This design comes from an exercise in tuning for a short achievable clock period and few clock cycles per item on the open sky130 flow, not from production work.
Only simulation tests tie the RTL to the original design; equivalence was not proved.
Power figures rest on the tool's default switching activity, not on a simulated workload.

==> flow/design.v <==
`default_nettype none
package bsr_format_pkg;
    typedef enum logic [1:0] {
        META_ROW_PTR = 2'd0,   
        META_COL_IDX = 2'd1    
    } meta_kind_e;
    parameter int META_ADDR_W = 8;    
    parameter int BLK_IDX_W   = 16;   
    parameter int BLK_POS_W   = 16;   
    typedef struct packed {
        meta_kind_e             kind;   
        logic [META_ADDR_W-1:0] addr;   
    } meta_req_t;
endpackage
`default_nettype wire
`default_nettype none
package bsr_sched_pkg;
    typedef enum logic [3:0] {
        IDLE        = 4'd0,    
        ROW_PTR_LO  = 4'd1,    
        ROW_PTR_HI  = 4'd2,    
        CHECK_EMPTY = 4'd3,    
        COL_IDX     = 4'd4,    
        LOAD        = 4'd5,    
        OFFER       = 4'd6,    
        WAIT_DONE   = 4'd7,    
        NEXT_BLOCK  = 4'd8,    
        NEXT_ROW    = 4'd9,    
        FINISH      = 4'd10    
    } sched_state_e;
    typedef struct packed {
        logic [15:0] row;   
        logic [15:0] col;   
    } block_pos_t;
endpackage
`default_nettype wire
`default_nettype none
import bsr_format_pkg::*;
import bsr_sched_pkg::*;
module bsr_scheduler
#(
    parameter int BLOCK_DIM = 8   
) (
    input  wire logic        clk_gated,
    input  wire logic        rst_n,
    input  wire logic        start,
    input  wire logic [15:0] cfg_num_block_rows,
    output logic             meta_rd_en,
    output bsr_format_pkg::meta_req_t meta_req,
    input  wire logic [31:0] meta_rd_data,
    input  wire logic        meta_rd_valid,
    output logic             block_rd_en,
    output logic [31:0]      block_rd_addr,
    input  wire logic [7:0]  block_rd_data,
    output logic             systolic_valid,
    output logic [8*BLOCK_DIM*BLOCK_DIM-1:0] systolic_block,
    output bsr_sched_pkg::block_pos_t systolic_pos,
    input  wire logic        systolic_ready,
    input  wire logic        systolic_done,
    output logic             busy,
    output logic             done,
    output logic [31:0]      blocks_processed
);
    localparam int NBYTES = BLOCK_DIM * BLOCK_DIM;
    localparam int CNT_W  = $clog2(NBYTES);
    localparam int SBITS  = 8 * (NBYTES - 1);   
    localparam logic [2:0] MS_IDLE  = 3'd0;   
    localparam logic [2:0] MS_RP0   = 3'd1;   
    localparam logic [2:0] MS_RP    = 3'd2;   
    localparam logic [2:0] MS_CHK   = 3'd3;   
    localparam logic [2:0] MS_COL   = 3'd4;   
    localparam logic [2:0] MS_NROW  = 3'd5;   
    localparam logic [2:0] MS_END   = 3'd6;   
    logic                 run_start;    
    logic                 hand;         
    logic [15:0]          num_rows;
    logic                 abusy;        
    logic [1:0]           qcnt;         
    logic [2:0]           ms;
    logic                 fin;          
    assign run_start = start & ~busy;
    assign hand      = systolic_valid & systolic_ready;
    assign fin       = busy & (ms == MS_END) & (qcnt == 2'd0) & ~systolic_valid
                     & (~abusy | systolic_done);
    always_ff @(posedge clk_gated or negedge rst_n) begin
        if (!rst_n) begin
            busy  <= 1'b0;
            done  <= 1'b0;
            abusy <= 1'b0;
        end else begin
            if (run_start) begin
                busy <= (cfg_num_block_rows != 16'd0);
                done <= (cfg_num_block_rows == 16'd0);   
            end else if (fin) begin
                busy <= 1'b0;
                done <= 1'b1;
            end
            if (run_start) begin
                abusy <= 1'b0;
            end else if (hand) begin
                abusy <= 1'b1;
            end else if (systolic_done) begin
                abusy <= 1'b0;
            end
        end
    end
    always_ff @(posedge clk_gated) begin
        if (run_start) begin
            num_rows <= cfg_num_block_rows;
        end
    end
    logic [7:0] bp_lo, bp_hi;
    logic       bp_c;
    assign blocks_processed = {16'd0, bp_hi, bp_lo};
    always_ff @(posedge clk_gated or negedge rst_n) begin
        if (!rst_n) begin
            bp_lo <= '0;
            bp_hi <= '0;
            bp_c  <= 1'b0;
        end else if (run_start) begin
            bp_lo <= '0;
            bp_hi <= '0;
            bp_c  <= 1'b0;
        end else begin
            bp_lo <= bp_lo + {7'd0, hand};
            bp_c  <= hand & (bp_lo == 8'hff);
            bp_hi <= bp_hi + {7'd0, bp_c};
        end
    end
    logic        pending;      
    logic        mv_q;         
    logic [15:0] md_q;         
    logic [15:0] r;            
    logic [15:0] rn;           
    logic [15:0] rend;         
    logic [15:0] jm;           
    logic        push;
    logic        pop;
    logic [31:0] q0, q1;       
    assign push = (ms == MS_COL) & mv_q;
    always_ff @(posedge clk_gated or negedge rst_n) begin
        if (!rst_n) begin
            ms         <= MS_IDLE;
            pending    <= 1'b0;
            mv_q       <= 1'b0;
            meta_rd_en <= 1'b0;
        end else begin
            mv_q       <= pending & meta_rd_valid;
            meta_rd_en <= 1'b0;
            if (pending & meta_rd_valid) begin
                pending <= 1'b0;
            end
            if (run_start) begin
                if (cfg_num_block_rows != 16'd0) begin
                    ms         <= MS_RP0;
                    meta_rd_en <= 1'b1;
                    pending    <= 1'b1;
                end else begin
                    ms <= MS_IDLE;
                end
            end else begin
                case (ms)
                    MS_RP0: begin
                        if (mv_q) begin
                            meta_rd_en <= 1'b1;   
                            pending    <= 1'b1;
                            ms         <= MS_RP;
                        end
                    end
                    MS_RP: begin
                        if (mv_q) begin
                            ms <= MS_CHK;
                        end
                    end
                    MS_CHK: begin
                        if (jm == rend) begin
                            ms <= MS_NROW;   
                        end else if (qcnt != 2'd2) begin
                            meta_rd_en <= 1'b1;   
                            pending    <= 1'b1;
                            ms         <= MS_COL;
                        end
                    end
                    MS_COL: begin
                        if (mv_q) begin
                            ms <= MS_CHK;
                        end
                    end
                    MS_NROW: begin
                        if (rn == num_rows) begin
                            ms <= MS_END;
                        end else begin
                            meta_rd_en <= 1'b1;   
                            pending    <= 1'b1;
                            ms         <= MS_RP;
                        end
                    end
                    default: ;
                endcase
            end
        end
    end
    always_ff @(posedge clk_gated) begin
        md_q <= meta_rd_data[15:0];
        if (run_start) begin
            meta_req.kind <= META_ROW_PTR;
            meta_req.addr <= '0;
        end
        case (ms)
            MS_RP0: begin
                if (mv_q) begin
                    jm            <= md_q;
                    r             <= '0;
                    rn            <= 16'd1;
                    meta_req.kind <= META_ROW_PTR;
                    meta_req.addr <= 8'd1;
                end
            end
            MS_RP: begin
                if (mv_q) begin
                    rend <= md_q;
                end
            end
            MS_CHK: begin
                meta_req.kind <= META_COL_IDX;
                meta_req.addr <= jm[META_ADDR_W-1:0];
            end
            MS_COL: begin
                if (mv_q) begin
                    jm <= jm + 16'd1;
                end
            end
            MS_NROW: begin
                r             <= rn;
                rn            <= rn + 16'd1;
                meta_req.kind <= META_ROW_PTR;
                meta_req.addr <= rn[META_ADDR_W-1:0] + 8'd1;
            end
            default: ;
        endcase
    end
    always_ff @(posedge clk_gated or negedge rst_n) begin
        if (!rst_n) begin
            qcnt <= 2'd0;
        end else if (run_start) begin
            qcnt <= 2'd0;
        end else if (push & ~pop) begin
            qcnt <= qcnt + 2'd1;
        end else if (pop & ~push) begin
            qcnt <= qcnt - 2'd1;
        end
    end
    always_ff @(posedge clk_gated) begin
        if (push & (pop ? (qcnt == 2'd1) : (qcnt == 2'd0))) begin
            q0 <= {r, md_q};
        end else if (pop) begin
            q0 <= q1;
        end
        if (push) begin
            q1 <= {r, md_q};
        end
    end
    logic             srun;     
    logic [15:0]      jr;       
    logic [15:0]      jr1;      
    logic [CNT_W-1:0] kr;       
    logic [CNT_W-1:0] kr_n;
    logic             last_n;   
    logic             gate;     
    logic             stop;
    logic             v1, l1;   
    logic             v2, l2;   
    logic [7:0]       din;
    logic [SBITS-1:0] sbuf;     
    assign kr_n   = block_rd_en ? kr + 1'b1 : kr;
    assign last_n = (kr_n == CNT_W'(NBYTES - 1));
    assign gate   = ~systolic_valid & (qcnt != 2'd0);
    assign stop   = (ms == MS_END) & (qcnt == 2'd0);
    assign pop    = v2 & l2;
    assign block_rd_addr = {10'd0, jr, kr};
    always_ff @(posedge clk_gated or negedge rst_n) begin
        if (!rst_n) begin
            srun        <= 1'b0;
            block_rd_en <= 1'b0;
            v1          <= 1'b0;
            l1          <= 1'b0;
            v2          <= 1'b0;
            l2          <= 1'b0;
        end else begin
            v1 <= block_rd_en;
            l1 <= block_rd_en & (kr == CNT_W'(NBYTES - 1));
            v2 <= v1;
            l2 <= l1;
            if (run_start) begin
                srun        <= 1'b0;
                block_rd_en <= 1'b0;
            end else if ((ms == MS_RP0) & pending & meta_rd_valid) begin
                srun        <= 1'b1;   
                block_rd_en <= 1'b1;
            end else if (stop) begin
                srun        <= 1'b0;
                block_rd_en <= 1'b0;
            end else begin
                block_rd_en <= srun & (~last_n | gate);
            end
        end
    end
    always_ff @(posedge clk_gated) begin
        jr1 <= jr + 16'd1;
        if ((ms == MS_RP0) & meta_rd_valid) begin
            jr <= meta_rd_data[15:0];
            kr <= '0;
        end else if (block_rd_en) begin
            kr <= kr + 1'b1;
            if (kr == CNT_W'(NBYTES - 1)) begin
                jr <= jr1;
            end
        end
        din <= block_rd_data;
        if (v2) begin
            sbuf <= {din, sbuf[SBITS-1:8]};
        end
        if (pop) begin
            systolic_block <= {din, sbuf};
            systolic_pos   <= q0;
        end
    end
    always_ff @(posedge clk_gated or negedge rst_n) begin
        if (!rst_n) begin
            systolic_valid <= 1'b0;
        end else if (pop) begin
            systolic_valid <= 1'b1;
        end else if (systolic_ready) begin
            systolic_valid <= 1'b0;
        end
    end
endmodule
`default_nettype wire
==> flow/run.sh <==
#!/bin/bash
# synth_recipe.tcl (not shown) runs the flow's synth.tcl, then flattens the netlist and writes it again
# the make line also repeats each setting of config.mk as NAME=value (left out here)
make -C /OpenROAD-flow-scripts/flow DESIGN_CONFIG=/design/flow/config.mk WORK_HOME=/design/flow/orfs CLKGATE_MAP_FILE= SYNTH_SCRIPT=/design/flow/synth_recipe.tcl finish
==> flow/config.mk <==
export PLATFORM = sky130hd
export DESIGN_NAME = bsr_scheduler
export DESIGN_NICKNAME = bsr_scheduler
export VERILOG_FILES = /design/flow/design.v
export SDC_FILE = /design/flow/constraint.sdc
export NUM_CORES = 4
export LEC_CHECK = 0
export CAP_MARGIN = 20
export CORE_MARGIN = 2
export CORE_UTILIZATION = 40
export PLACE_DENSITY = 0.6
export SLEW_MARGIN = 20
==> flow/constraint.sdc <==
create_clock -name core_clock -period 4.0 [get_ports {clk_gated}]
set_input_delay 0.8000 -clock core_clock [delete_from_list [all_inputs] [get_ports {clk_gated}]]
set_output_delay 0.8000 -clock core_clock [all_outputs]
set_load 0.01 [all_outputs]
==> impl_metrics.json, run 1 <==
{
  "drive_above_1_share": 0.1004,
  "synth-compound-area-share": 0.009007,
  "drt_iter0_drc": 1520,
  "power_density_nw_per_um2": 525.9,
  "p_leak_nw": 17.89,
  "synth.area.mux_share": 0.01420,
  "worst-setup-path-type": "reg2reg",
  "grt_pass1_vias": 19100,
  "async_flop_share": 0.02694,
  "cts.sinks": 1299,
  "n_antenna_cell": 0,
  "synthAdderAreaFrac": 0.003303,
  "yosysWarnings": 1,
  "worstPathRequired_ps": 4610,
  "boundaryPins": 685,
  "placed_area_um2": 49880,
  "crit_arrival_ps": 3330,
  "netlist_instances": 1794,
  "seq_area_frac_synth": 0.9184,
  "die_height_um": 326.8,
  "fin_crit_ps": 2724,
  "ir_drop_mv": 0.4049,
  "synth-simple-area-share": 0.02657,
  "num-fill-cells": 8079,
  "num_rows": 118,
  "cts_resized": 0,
  "wl_per_cell_um": 20.22,
  "clockRootBuffer": "clkbuf_16",
  "start_util": 0.4027,
  "insertion_delay_ps": 730,
  "cts-htree-levels": 4,
  "ys.flop_type": "edfxtp_1",
  "post-cts-setup-buffer-count": 0,
  "multi_input_area_um2": 3143,
  "power_mw": 28.43,
  "firstDrtPassIters": 5,
  "tightest_slew_ps": 1023,
  "finalSetupViolations": 0,
  "ys_ff_latch": 1299,
  "grt_usage": 0.1498,
  "core-area_um2": 103500,
  "clk_pin_slew_worst_paths_ps": 60,
  "nNetsFinal": 2639,
  "hp-class": "reg2reg",
  "grt_pass1_wl_um": 120400,
  "grt-ovfl-total": 0,
  "fp.dieW_um": 326.8,
  "hpwlAfterDp_um": 53990,
  "port_buffers": 642,
  "die_area_um2": 106800,
  "synthXorXnorAreaFrac": 0.01913,
  "via_per_inst": 4.650,
  "numCtsBuffers": 132,
  "grt_max_degree": 195,
  "final.period_utilization": 0.6811,
  "antenna_found_initial": 1,
  "seq_area_um2": 38280,
  "run_status": "finished clean",
  "final_area_um2": 54060,
  "synth_area_um2": 41670,
  "holdBufCountCts": 0,
  "endpoint_kind": "flop",
  "cts_buffer_depth": 3,
  "cp-start-kind": "flop",
  "areaGrowthSynthToFinish_pct": 29.72,
  "final_cells": 4050,
  "synth_top_family_by_area": "simple AND/OR/NAND/NOR gates",
  "synth_edf_count": 1208,
  "finalWirelength_um": 81910,
  "dp.cells": 3811,
  "relSlewSlack": 0.3181,
  "finalHoldViolCount": 0,
  "drv_slew": 0,
  "syn_avg_cell_area_um2": 23.23,
  "ant_nets": 0,
  "cts_tree": "built",
  "fin_skew_ps": 19.46,
  "crit_path_max_fanout": 37,
  "drc": 0,
  "rsz0062_at_grt": "no",
  "gp_congestion": 0.8121,
  "ys_types": 57,
  "drv_cap": 0,
  "clock.fmax_mhz": 367.1,
  "dr_total_vias": 18830
}
metal layers:
metal / vias up / GRT usage / wire (um)
met2: 722 / 0.2354 / 38990
met1: 9480 / 0.1849 / 32640
met3: 124 / 0.06388 / 8158
met4: 0 / 0.05554 / 2126
met5: - / 0 / 0
li1: 8507 / - / -
path summary, 6_finish.rpt:
kind / from / end / slack, ps / depth (start not counted)
min: v1 / v2 / 350 / 0
max reg2reg: ms[0] / qcnt[1] / 1280 / 6
max in group asynchronous: rst_n / ms[2] / 2680 / 2
max: ms[0] / qcnt[1] / 1280 / 6
min reg2reg: v1 / v2 / 350 / 0
min in group asynchronous: rst_n / block_rd_en / 570 / 1
layout by cell type (no fill, tap or decap), types with 14 or more instances in the layout:
| master | n |
|---|---|
| edfxtp_1 | 1208 |
| buf_4 | 15 |
| nand2_1 | 34 |
| mux2_2 | 48 |
| nand3_1 | 25 |
| nor2_1 | 63 |
| dfrtp_1 | 34 |
| clkinv_1 | 24 |
| xor2_1 | 58 |
| conb_1 | 26 |
| clkinv_2 | 16 |
| and3_1 | 24 |
| xnor2_1 | 33 |
| clkbuf_16 | 133 |
| clkbuf_1 | 36 |
| a21oi_1 | 24 |
| clkdlybuf4s50_1 | 642 |
| nand4_1 | 14 |
| dfxtp_1 | 56 |
| inv_1 | 14 |
synth_stat cells, types with 3 or more instances:
cell      instances  area, um2
nor3b_1           3      22.52
buf_4            28      210.2
buf_2             5      25.02
edfxtp_1       1208      36270
dfrtp_1          35      875.8
and3_1           24      150.1
nor2b_1           6      37.54
xnor2_1          33      289.0
xor2_1           58      508.0
buf_6             3      33.78
nand3_1          25      125.1
dfxtp_1          56       1121
a221o_1           6      60.06
mux2_2           48      540.5
and2_1            6      37.54
or2_2             3      18.77
mux2i_1           4      40.04
nor3_1            4      20.02
o21ai_0          11      55.05
nor4_1           13      81.33
a21oi_1          24      120.1
nand2_1          34      127.6
a211oi_1          3      22.52
ha_1             11      137.6
or3_1             3      18.77
nor2_1           63      236.5
clkbuf_1         16      60.06
nand4_1          14      87.58
inv_1            15      56.30
through the flow:
| stage | hold WS [ps] | utilization | setup TNS [ps] | setup WS (ps) |
|---|---|---|---|---|
| after global routing | 355.1 | 0.5223 | 0 | 1036 |
| after CTS | 349.5 | 0.5220 | 0 | 1252 |
| after detailed placement | 336.2 | 0.4819 | 0 | 1274 |
| after global placement | 332.4 | 0.4819 | 0 | 1285 |
| after floorplan | 331.2 | - | -4385780 | -7647 |
| final | 347.8 | 0.5223 | 0 | 1276 |
cells by family after synthesis:
family          Yosys count
compound gates           58
xor+xnor                 91
fa+ha+maj                11
buf+inv                  68
flops                  1299
mux                      53
other cells               1
simple gates            213
flip-flops by register name, indices dropped and copies added (netlist names), 32 cells and up:
name	flops
systolic_block	512
q0	32
q1	32
systolic_pos	32
sbuf	504
report_power, final:
group | internal, mW | leakage, nW | total (mW) | switching [mW]
clock network | 6.68 | 2.01 | 11.7 | 5.02
registers | 15.3 | 11.8 | 15.7 | 0.428
logic | 0.523 | 4.05 | 0.976 | 0.454
final cells by class:
cell class / count / area share
flip-flops and latches: 1299 / 0.7080
repair buffers: 665 / 0.1239
clock buffers: 170 / 0.06432
multi-input cells: 452 / 0.05814
well taps: 1380 / 0.03194
clock inverters: 68 / 0.01248
inverters: 16 / 0.001180
critical path, cell delays in order (launching register included):
cell and delay (ps):
dfrtp_1 770, nor3b_4 310, buf_4 340, and2_1 220
buf_4 460, o21ai_0 190, a311oi_1 320
Testbench counts, summed over its fixed seeds: cycles 56,367, items 858.
==> run 2, diff against run 1 <==
--- a/flow/config.mk
+++ b/flow/config.mk
@@ -10,3 +10,4 @@
 export CORE_UTILIZATION = 40
 export PLACE_DENSITY = 0.6
+export SETUP_SLACK_MARGIN = 2.2
 export SLEW_MARGIN = 20
==> impl_metrics.json, run 2 <==
{
  "run_status": "finished clean",
  "rsz0062_at_grt": "yes",
  "hp-class": "reg2reg",
  "synth_edf_count": 1208,
  "final_cell_mix": "edfxtp_1, buf_2, clkbuf_16",
  "antenna_found_initial": 1,
  "cts-htree-levels": 4,
  "drv_slew": 0,
  "ys_ff_latch": 1299,
  "top_regs": "systolic_block x512, sbuf x504",
  "core-area_um2": 103500,
  "num-fill-cells": 8200,
  "holdBufCountCts": 0,
  "cts_tree": "built",
  "p_leak_nw": 19.05,
  "slowest_stage": "edfxtp_1",
  "reg2reg_to": "q0[20]",
  "finalHoldViolCount": 0,
  "hp-start": "v1",
  "endpoint_kind": "output pin",
  "dp.cells": 3811,
  "drt_iter0_drc": 1734,
  "netlist_top_cells_count": "edfxtp_1, nor2_1, xor2_1",
  "ys_types": 57,
  "final_common_cell": "edfxtp_1",
  "clock.fmax_mhz": 462.8,
  "via_per_inst": 4.695,
  "top_register": "systolic_block",
  "relSlewSlack": 0.4360,
  "grt_pass1_wl_um": 129500,
  "synth_top_area_frac": 0.8704,
  "start_util": 0.4027,
  "reg2regPathDepth": 7,
  "yosysTopAreaCell": "edfxtp_1",
  "finalWirelength_um": 91450,
  "worstHoldPathCells": 0,
  "finalSetupViolations": 0,
  "yosysWarnings": 1,
  "die_height_um": 326.8,
  "numCtsBuffers": 132,
  "ant_nets": 0,
  "nNetsFinal": 2803,
  "fin_crit_ps": 2161,
  "regToRegStartpoint": "ms[0]",
  "grt_usage": 0.1629,
  "largest_reg_flops": 512,
  "hpwlAfterDp_um": 53990,
  "syn_avg_cell_area_um2": 23.23,
  "gp_congestion": 0.8121,
  "areaGrowthSynthToFinish_pct": 29.72,
  "power_mw": 28.86,
  "fp.dieW_um": 326.8,
  "ir_drop_mv": 0.4051,
  "grt-ovfl-total": 0,
  "cts_buffer_depth": 3,
  "boundaryPins": 685,
  "insertion_delay_ps": 730,
  "seq_area_frac_synth": 0.9184,
  "crit_arrival_ps": 1360,
  "synth_area_um2": 41670,
  "worstPathCellList": "buf_2",
  "drive_above_1_share": 0.3797,
  "synth_area_leaders": "edfxtp_1, dfxtp_1, dfrtp_1, mux2_2, xor2_1",
  "num_rows": 118,
  "tightest_slew_ps": 843.4,
  "drc": 0,
  "ys.flop_type": "edfxtp_1",
  "worst-setup-path-type": "reg2out",
  "firstDrtPassIters": 4,
  "regToRegSetupSlack_ps": 2000,
  "cts.sinks": 1299,
  "slowest_delay_ps": 450,
  "n_antenna_cell": 0,
  "async_flop_share": 0.02694,
  "die_area_um2": 106800,
  "wl_per_cell_um": 21.70,
  "clockRootBuffer": "clkbuf_16",
  "fin_skew_ps": 28.04,
  "clk_pin_slew_worst_paths_ps": 60,
  "netlist_instances": 1794,
  "yosysMostFrequentCell": "edfxtp_1",
  "grt_max_degree": 98,
  "crit_path_max_fanout": 1,
  "critPathBufInv": 1,
  "port_buffers": 642,
  "power_density_nw_per_um2": 533.8,
  "dr_total_vias": 19780,
  "final_cells": 4214,
  "crit_family": "flip-flops",
  "grt_pass1_vias": 19870,
  "worstPathRequired_ps": 3200,
  "drv_cap": 0,
  "hold-path-endpoint": "v2",
  "final.period_utilization": 0.5402,
  "cp-start-kind": "flop",
  "cp.depth": 1
}
==> run 2: cell types whose count changed in the layout (fill, tap and decap cells not counted), sizes merged <==
| cell | previous run | this run |
|---|---|---|
| bufbuf | 0 | 4 |
| clkinv | 46 | 45 |
| clkdlybuf4s50 | 642 | 45 |
| clkbuf | 170 | 180 |
| or2 | 3 | 4 |
| clkinvlp | 6 | 7 |
| buf | 23 | 769 |
==> run 2: cell type report <==
| type | instances | area [um2] | share of cell area |
|---|---|---|---|
| Timing Repair Buffer | 828 | 6457 | 0.1195 |
| Tap cell | 1380 | 1727 | 0.03194 |
| Sequential cell | 1299 | 38320 | 0.7089 |
| Inverter | 16 | 67.56 | 0.001250 |
| Clock inverter | 68 | 674.4 | 0.01248 |
| Clock buffer | 170 | 3477 | 0.06432 |
| Multi-Input combinational cell | 453 | 3334 | 0.06168 |
==> run 2: what timing repair did <==
action	CTS	global route
buffers inserted	85	49
pin swaps	7	26
cloned	19	12
resized for setup	2590	141
endpoints found under the setup margin	1728	1103
==> run 2: per-layer routing <==
layer  routed length, um  vias to the layer above  global-route usage
met5                   0                        -                   0
met4                2586                        0             0.06013
met3                9348                      134             0.06716
met2               43360                      809              0.2529
met1               36150                     9997              0.2055
li1                    -                     8844                   -
==> run 2: how the worst max path moves through the flow <==
| stage | startpoint | end | slack, ps |
|---|---|---|---|
| floorplan | v2 | systolic_block[0] | -7650 |
| global placement | meta_rd_valid | jr[9] | 1280 |
| detailed placement | meta_rd_valid | jr[9] | 1270 |
| CTS | systolic_block[148] | systolic_block[148] | 1750 |
| global route | systolic_block[148] | systolic_block[148] | 1770 |
| finish | systolic_block[148] | systolic_block[148] | 1840 |
==> run 2: logic make-up after synthesis <==
group	Yosys count	share of synthesized area
muxes	53	0.01420
xor gates and xnor gates	91	0.01913
buffers and inverters	68	0.009337
adders and majority gates	11	0.003303
and+or+nand+nor	213	0.02657
other	1	0.00008998
DFF	1299	0.9184
AOI/OAI and AO/OA	58	0.009008
==> run 2: stage by stage <==
step	cell area (um2)	hold slack [ps]	TNS, ps	util	setup slack [ps]
after global routing	54060	355.1	0	0.5223	1774
after global placement	49880	332.4	0	0.4819	1285
after floorplan	41780	331.2	-4385780	-	-7647
after detailed placement	49880	336.2	0	0.4819	1274
after CTS	52860	349.5	0	0.5108	1750
final	54060	347.9	0	0.5223	1839
==> run 2: worst register-to-register path: cells and delay by family (launching register included) <==
kind          cells  cell delay, ps
buf+inv           3             430
simple gates      3             520
flops             1             500
mux               1             290
==> run 2: power by group <==
group	internal [mW]	leakage (nW)	switching, mW	total, mW
logic	0.747	5.21	0.681	1.43
clock network	6.68	2.01	5.05	11.7
registers	15.4	11.8	0.343	15.7
total	22.8	19.1	6.08	28.9
==> run 3, diff against run 2 <==
--- a/flow/config.mk
+++ b/flow/config.mk
@@ -10,4 +10,4 @@
 export CORE_UTILIZATION = 40
 export PLACE_DENSITY = 0.6
-export SETUP_SLACK_MARGIN = 2.2
+export SETUP_SLACK_MARGIN = 1.6
 export SLEW_MARGIN = 20
==> impl_metrics.json, run 3 <==
{
  "ys_ff_latch": 1299,
  "final_common_cell": "edfxtp_1",
  "fp.dieW_um": 326.8,
  "run_status": "finished clean",
  "placed_area_um2": 49880,
  "fin_tns_setup_ps": 0,
  "hpwlAfterDp_um": 53990,
  "clk_pin_slew_worst_paths_ps": 60,
  "relSlewSlack": 0.3441,
  "drt_iter0_drc": 1538,
  "finalSetupViolations": 0,
  "regToRegStartpoint": "v2",
  "startpoint": "systolic_block[349]",
  "fin_crit_ps": 2306,
  "tightest_slew_ps": 983.9,
  "yosysTopAreaCell": "edfxtp_1",
  "rsz0062_at_grt": "yes",
  "hp-start": "v1",
  "yosysMostFrequentCell": "edfxtp_1",
  "hp-class": "reg2reg",
  "power_mw": 28.41,
  "power_density_nw_per_um2": 530.8,
  "die_height_um": 326.8,
  "final_cell_mix": "edfxtp_1, dlygate4sd2_1, clkbuf_16",
  "wl_per_cell_um": 20.28,
  "grt_pass1_vias": 19180,
  "dr_total_vias": 18880,
  "cts-htree-levels": 4,
  "drv_cap": 0,
  "gp_congestion": 0.8121,
  "cts_tree": "built",
  "areaGrowthSynthToFinish_pct": 28.42,
  "cp-start-kind": "flop",
  "synth_edf_count": 1208,
  "clockRootBuffer": "clkbuf_16",
  "final.period_utilization": 0.5764,
  "netlist_instances": 1794,
  "drv_slew": 0,
  "largest_reg_flops": 512,
  "synth_area_um2": 41670,
  "via_per_inst": 4.640,
  "worstPathRequired_ps": 3200,
  "crit_family": "flip-flops",
  "holdBufCountCts": 0,
  "n_antenna_cell": 0,
  "worstPathCellList": "dlygate4sd2_1",
  "synth-simple-area-share": 0.02657,
  "top_regs": "systolic_block x512, sbuf x504",
  "cp.depth": 1,
  "synth-compound-area-share": 0.009007,
  "firstDrtPassIters": 5,
  "regToRegSetupSlack_ps": 1720,
  "slowest_stage": "edfxtp_1",
  "ir_drop_mv": 0.4048,
  "insertion_delay_ps": 730,
  "yosysWarnings": 1,
  "endpoint_kind": "output pin",
  "synth_top_family_by_area": "simple AND/OR/NAND/NOR gates",
  "ys_types": 57,
  "reg2regPathDepth": 4,
  "ys.flop_type": "edfxtp_1",
  "numCtsBuffers": 132,
  "cts_buffer_depth": 3,
  "critPathBufInv": 1,
  "cp-endpoint": "systolic_block[349]",
  "syn_avg_cell_area_um2": 23.23,
  "synth_top_area_frac": 0.8704,
  "die_area_um2": 106800,
  "finalWirelength_um": 82500,
  "seq_area_frac_synth": 0.9184,
  "num_rows": 118,
  "antenna_found_initial": 1,
  "crit_path_max_fanout": 1,
  "async_flop_share": 0.02694,
  "synth_area_leaders": "edfxtp_1, dfxtp_1, dfrtp_1, mux2_2, xor2_1",
  "cts.sinks": 1299,
  "p_leak_nw": 18.41,
  "final_area_um2": 53520,
  "clock.fmax_mhz": 433.7,
  "synthAdderAreaFrac": 0.003303,
  "slowest_delay_ps": 420,
  "start_util": 0.4027,
  "nNetsFinal": 2658,
  "grt-ovfl-total": 0,
  "grt_max_degree": 195,
  "boundaryPins": 685,
  "ant_nets": 0,
  "grt_pass1_wl_um": 121100,
  "worst-setup-path-type": "reg2out",
  "drc": 0,
  "finalHoldViolCount": 0,
  "synth.area.mux_share": 0.01420,
  "drive_above_1_share": 0.1097,
  "reg2reg_to": "systolic_block[158]",
  "netlist_top_cells_count": "edfxtp_1, nor2_1, xor2_1",
  "top_register": "systolic_block",
  "port_buffers": 642,
  "synthXorXnorAreaFrac": 0.01913,
  "fin_skew_ps": 19.80,
  "num-fill-cells": 8363,
  "core-area_um2": 103500,
  "crit_arrival_ps": 1510,
  "grt_usage": 0.1509
}
run 3: changes by cell type in the layout (fill, tap and decap cells not counted), sizes merged:
cell,delta
or2,-1
dlymetal6s2s,+1
clkinv,+1
bufbuf,-4
clkdlybuf4s15,+1
dlygate4sd2,+595
buf,-727
clkbuf,-10
clkinvlp,-1
run 3: layout make-up:
type | count | area [um2] | share of cell area
multi-input combinational | 452 | 3143 | 0.05873
sequential | 1299 | 38290 | 0.7154
clock inverter | 68 | 674.4 | 0.01260
clock buffer | 170 | 3477 | 0.06497
timing repair buffer | 684 | 6143 | 0.1148
inverter | 16 | 63.81 | 0.001192
tap | 1380 | 1727 | 0.03226
run 3: cells by family after synthesis:
family | after synthesis
adders and majority gates | 11
DFF | 1299
muxes | 53
other | 1
and+or+nand+nor | 213
AOI/OAI and AO/OA | 58
xor gates and xnor gates | 91
buffers and inverters | 68
run 3: how the worst min path moves through the flow:
stage / end / cells after the start
after global placement: l2 / 0
after detailed placement: v2 / 0
after CTS: v2 / 0
after global routing: v2 / 0
after floorplan: l2 / 0
final: v2 / 0
run 3: what timing repair did:
item,4_1_cts,5_1_grt
gates cloned,0,0
buffers inserted,14,5
resized for setup,610,7
setup endpoints to repair,1065,183
run 3: per-stage QoR:
step / hold WS [ps] / utilization / worst slack, ps / std cells
global route: 355.1 / 0.5171 / 1595 / 4069
detailed placement: 336.2 / 0.4819 / 1274 / 3811
global placement: 332.4 / 0.4819 / 1285 / 3811
finish: 347.9 / 0.5171 / 1694 / 4069
CTS: 349.5 / 0.5162 / 1357 / 4063
floorplan: 331.2 / - / -7647 / 1819
run 3: report_power, final:
part           internal, mW  switching (mW)
Combinational         0.481           0.506
Clock                  6.68            5.02
Sequential             15.3           0.389
Total                  22.5            5.92
run 3: layer usage:
layer / wire (um) / GRT usage / vias to the layer above
li1: - / - / 8539
met1: 32890 / 0.1862 / 9524
met2: 39380 / 0.2386 / 695
met3: 8146 / 0.06303 / 124
met4: 2076 / 0.05475 / 0
met5: 0 / 0 / -

## afterwards: timing with drivers on the ports
In the flow no input, the clock included, has a driving cell. The finished layouts below were timed again as built, in two steps.
Step 1 assumes that a clkbuf_16 drives the clock port and a buf_2 every other input.
Step 2 moves the port delays by t, midway between the first and last clock arrival at a register: inputs arrive t later, outputs are due t later. That takes back most of the time a late clock gives input paths.
a / b / c = ideal / step 1 / step 2; a / b = the first two.
| run | t (ns) | setup WS [ns] | worst register clock-pin slew, ns |
|---|---|---|---|
| run 1 | 0.780 | 1.276 / 1.268 / 1.233 | 0.06 / 0.06 |
| run 2 | 0.785 | 1.839 / 1.775 / 1.454 | 0.06 / 0.06 |
| run 3 | 0.786 | 1.694 / 1.630 / 1.237 | 0.06 / 0.06 |
After both steps every run listed still meets setup and hold. For run 3, which loses most, drivers alone change the setup slack by -0.064 ns; drivers and shift together by -0.457 ns.
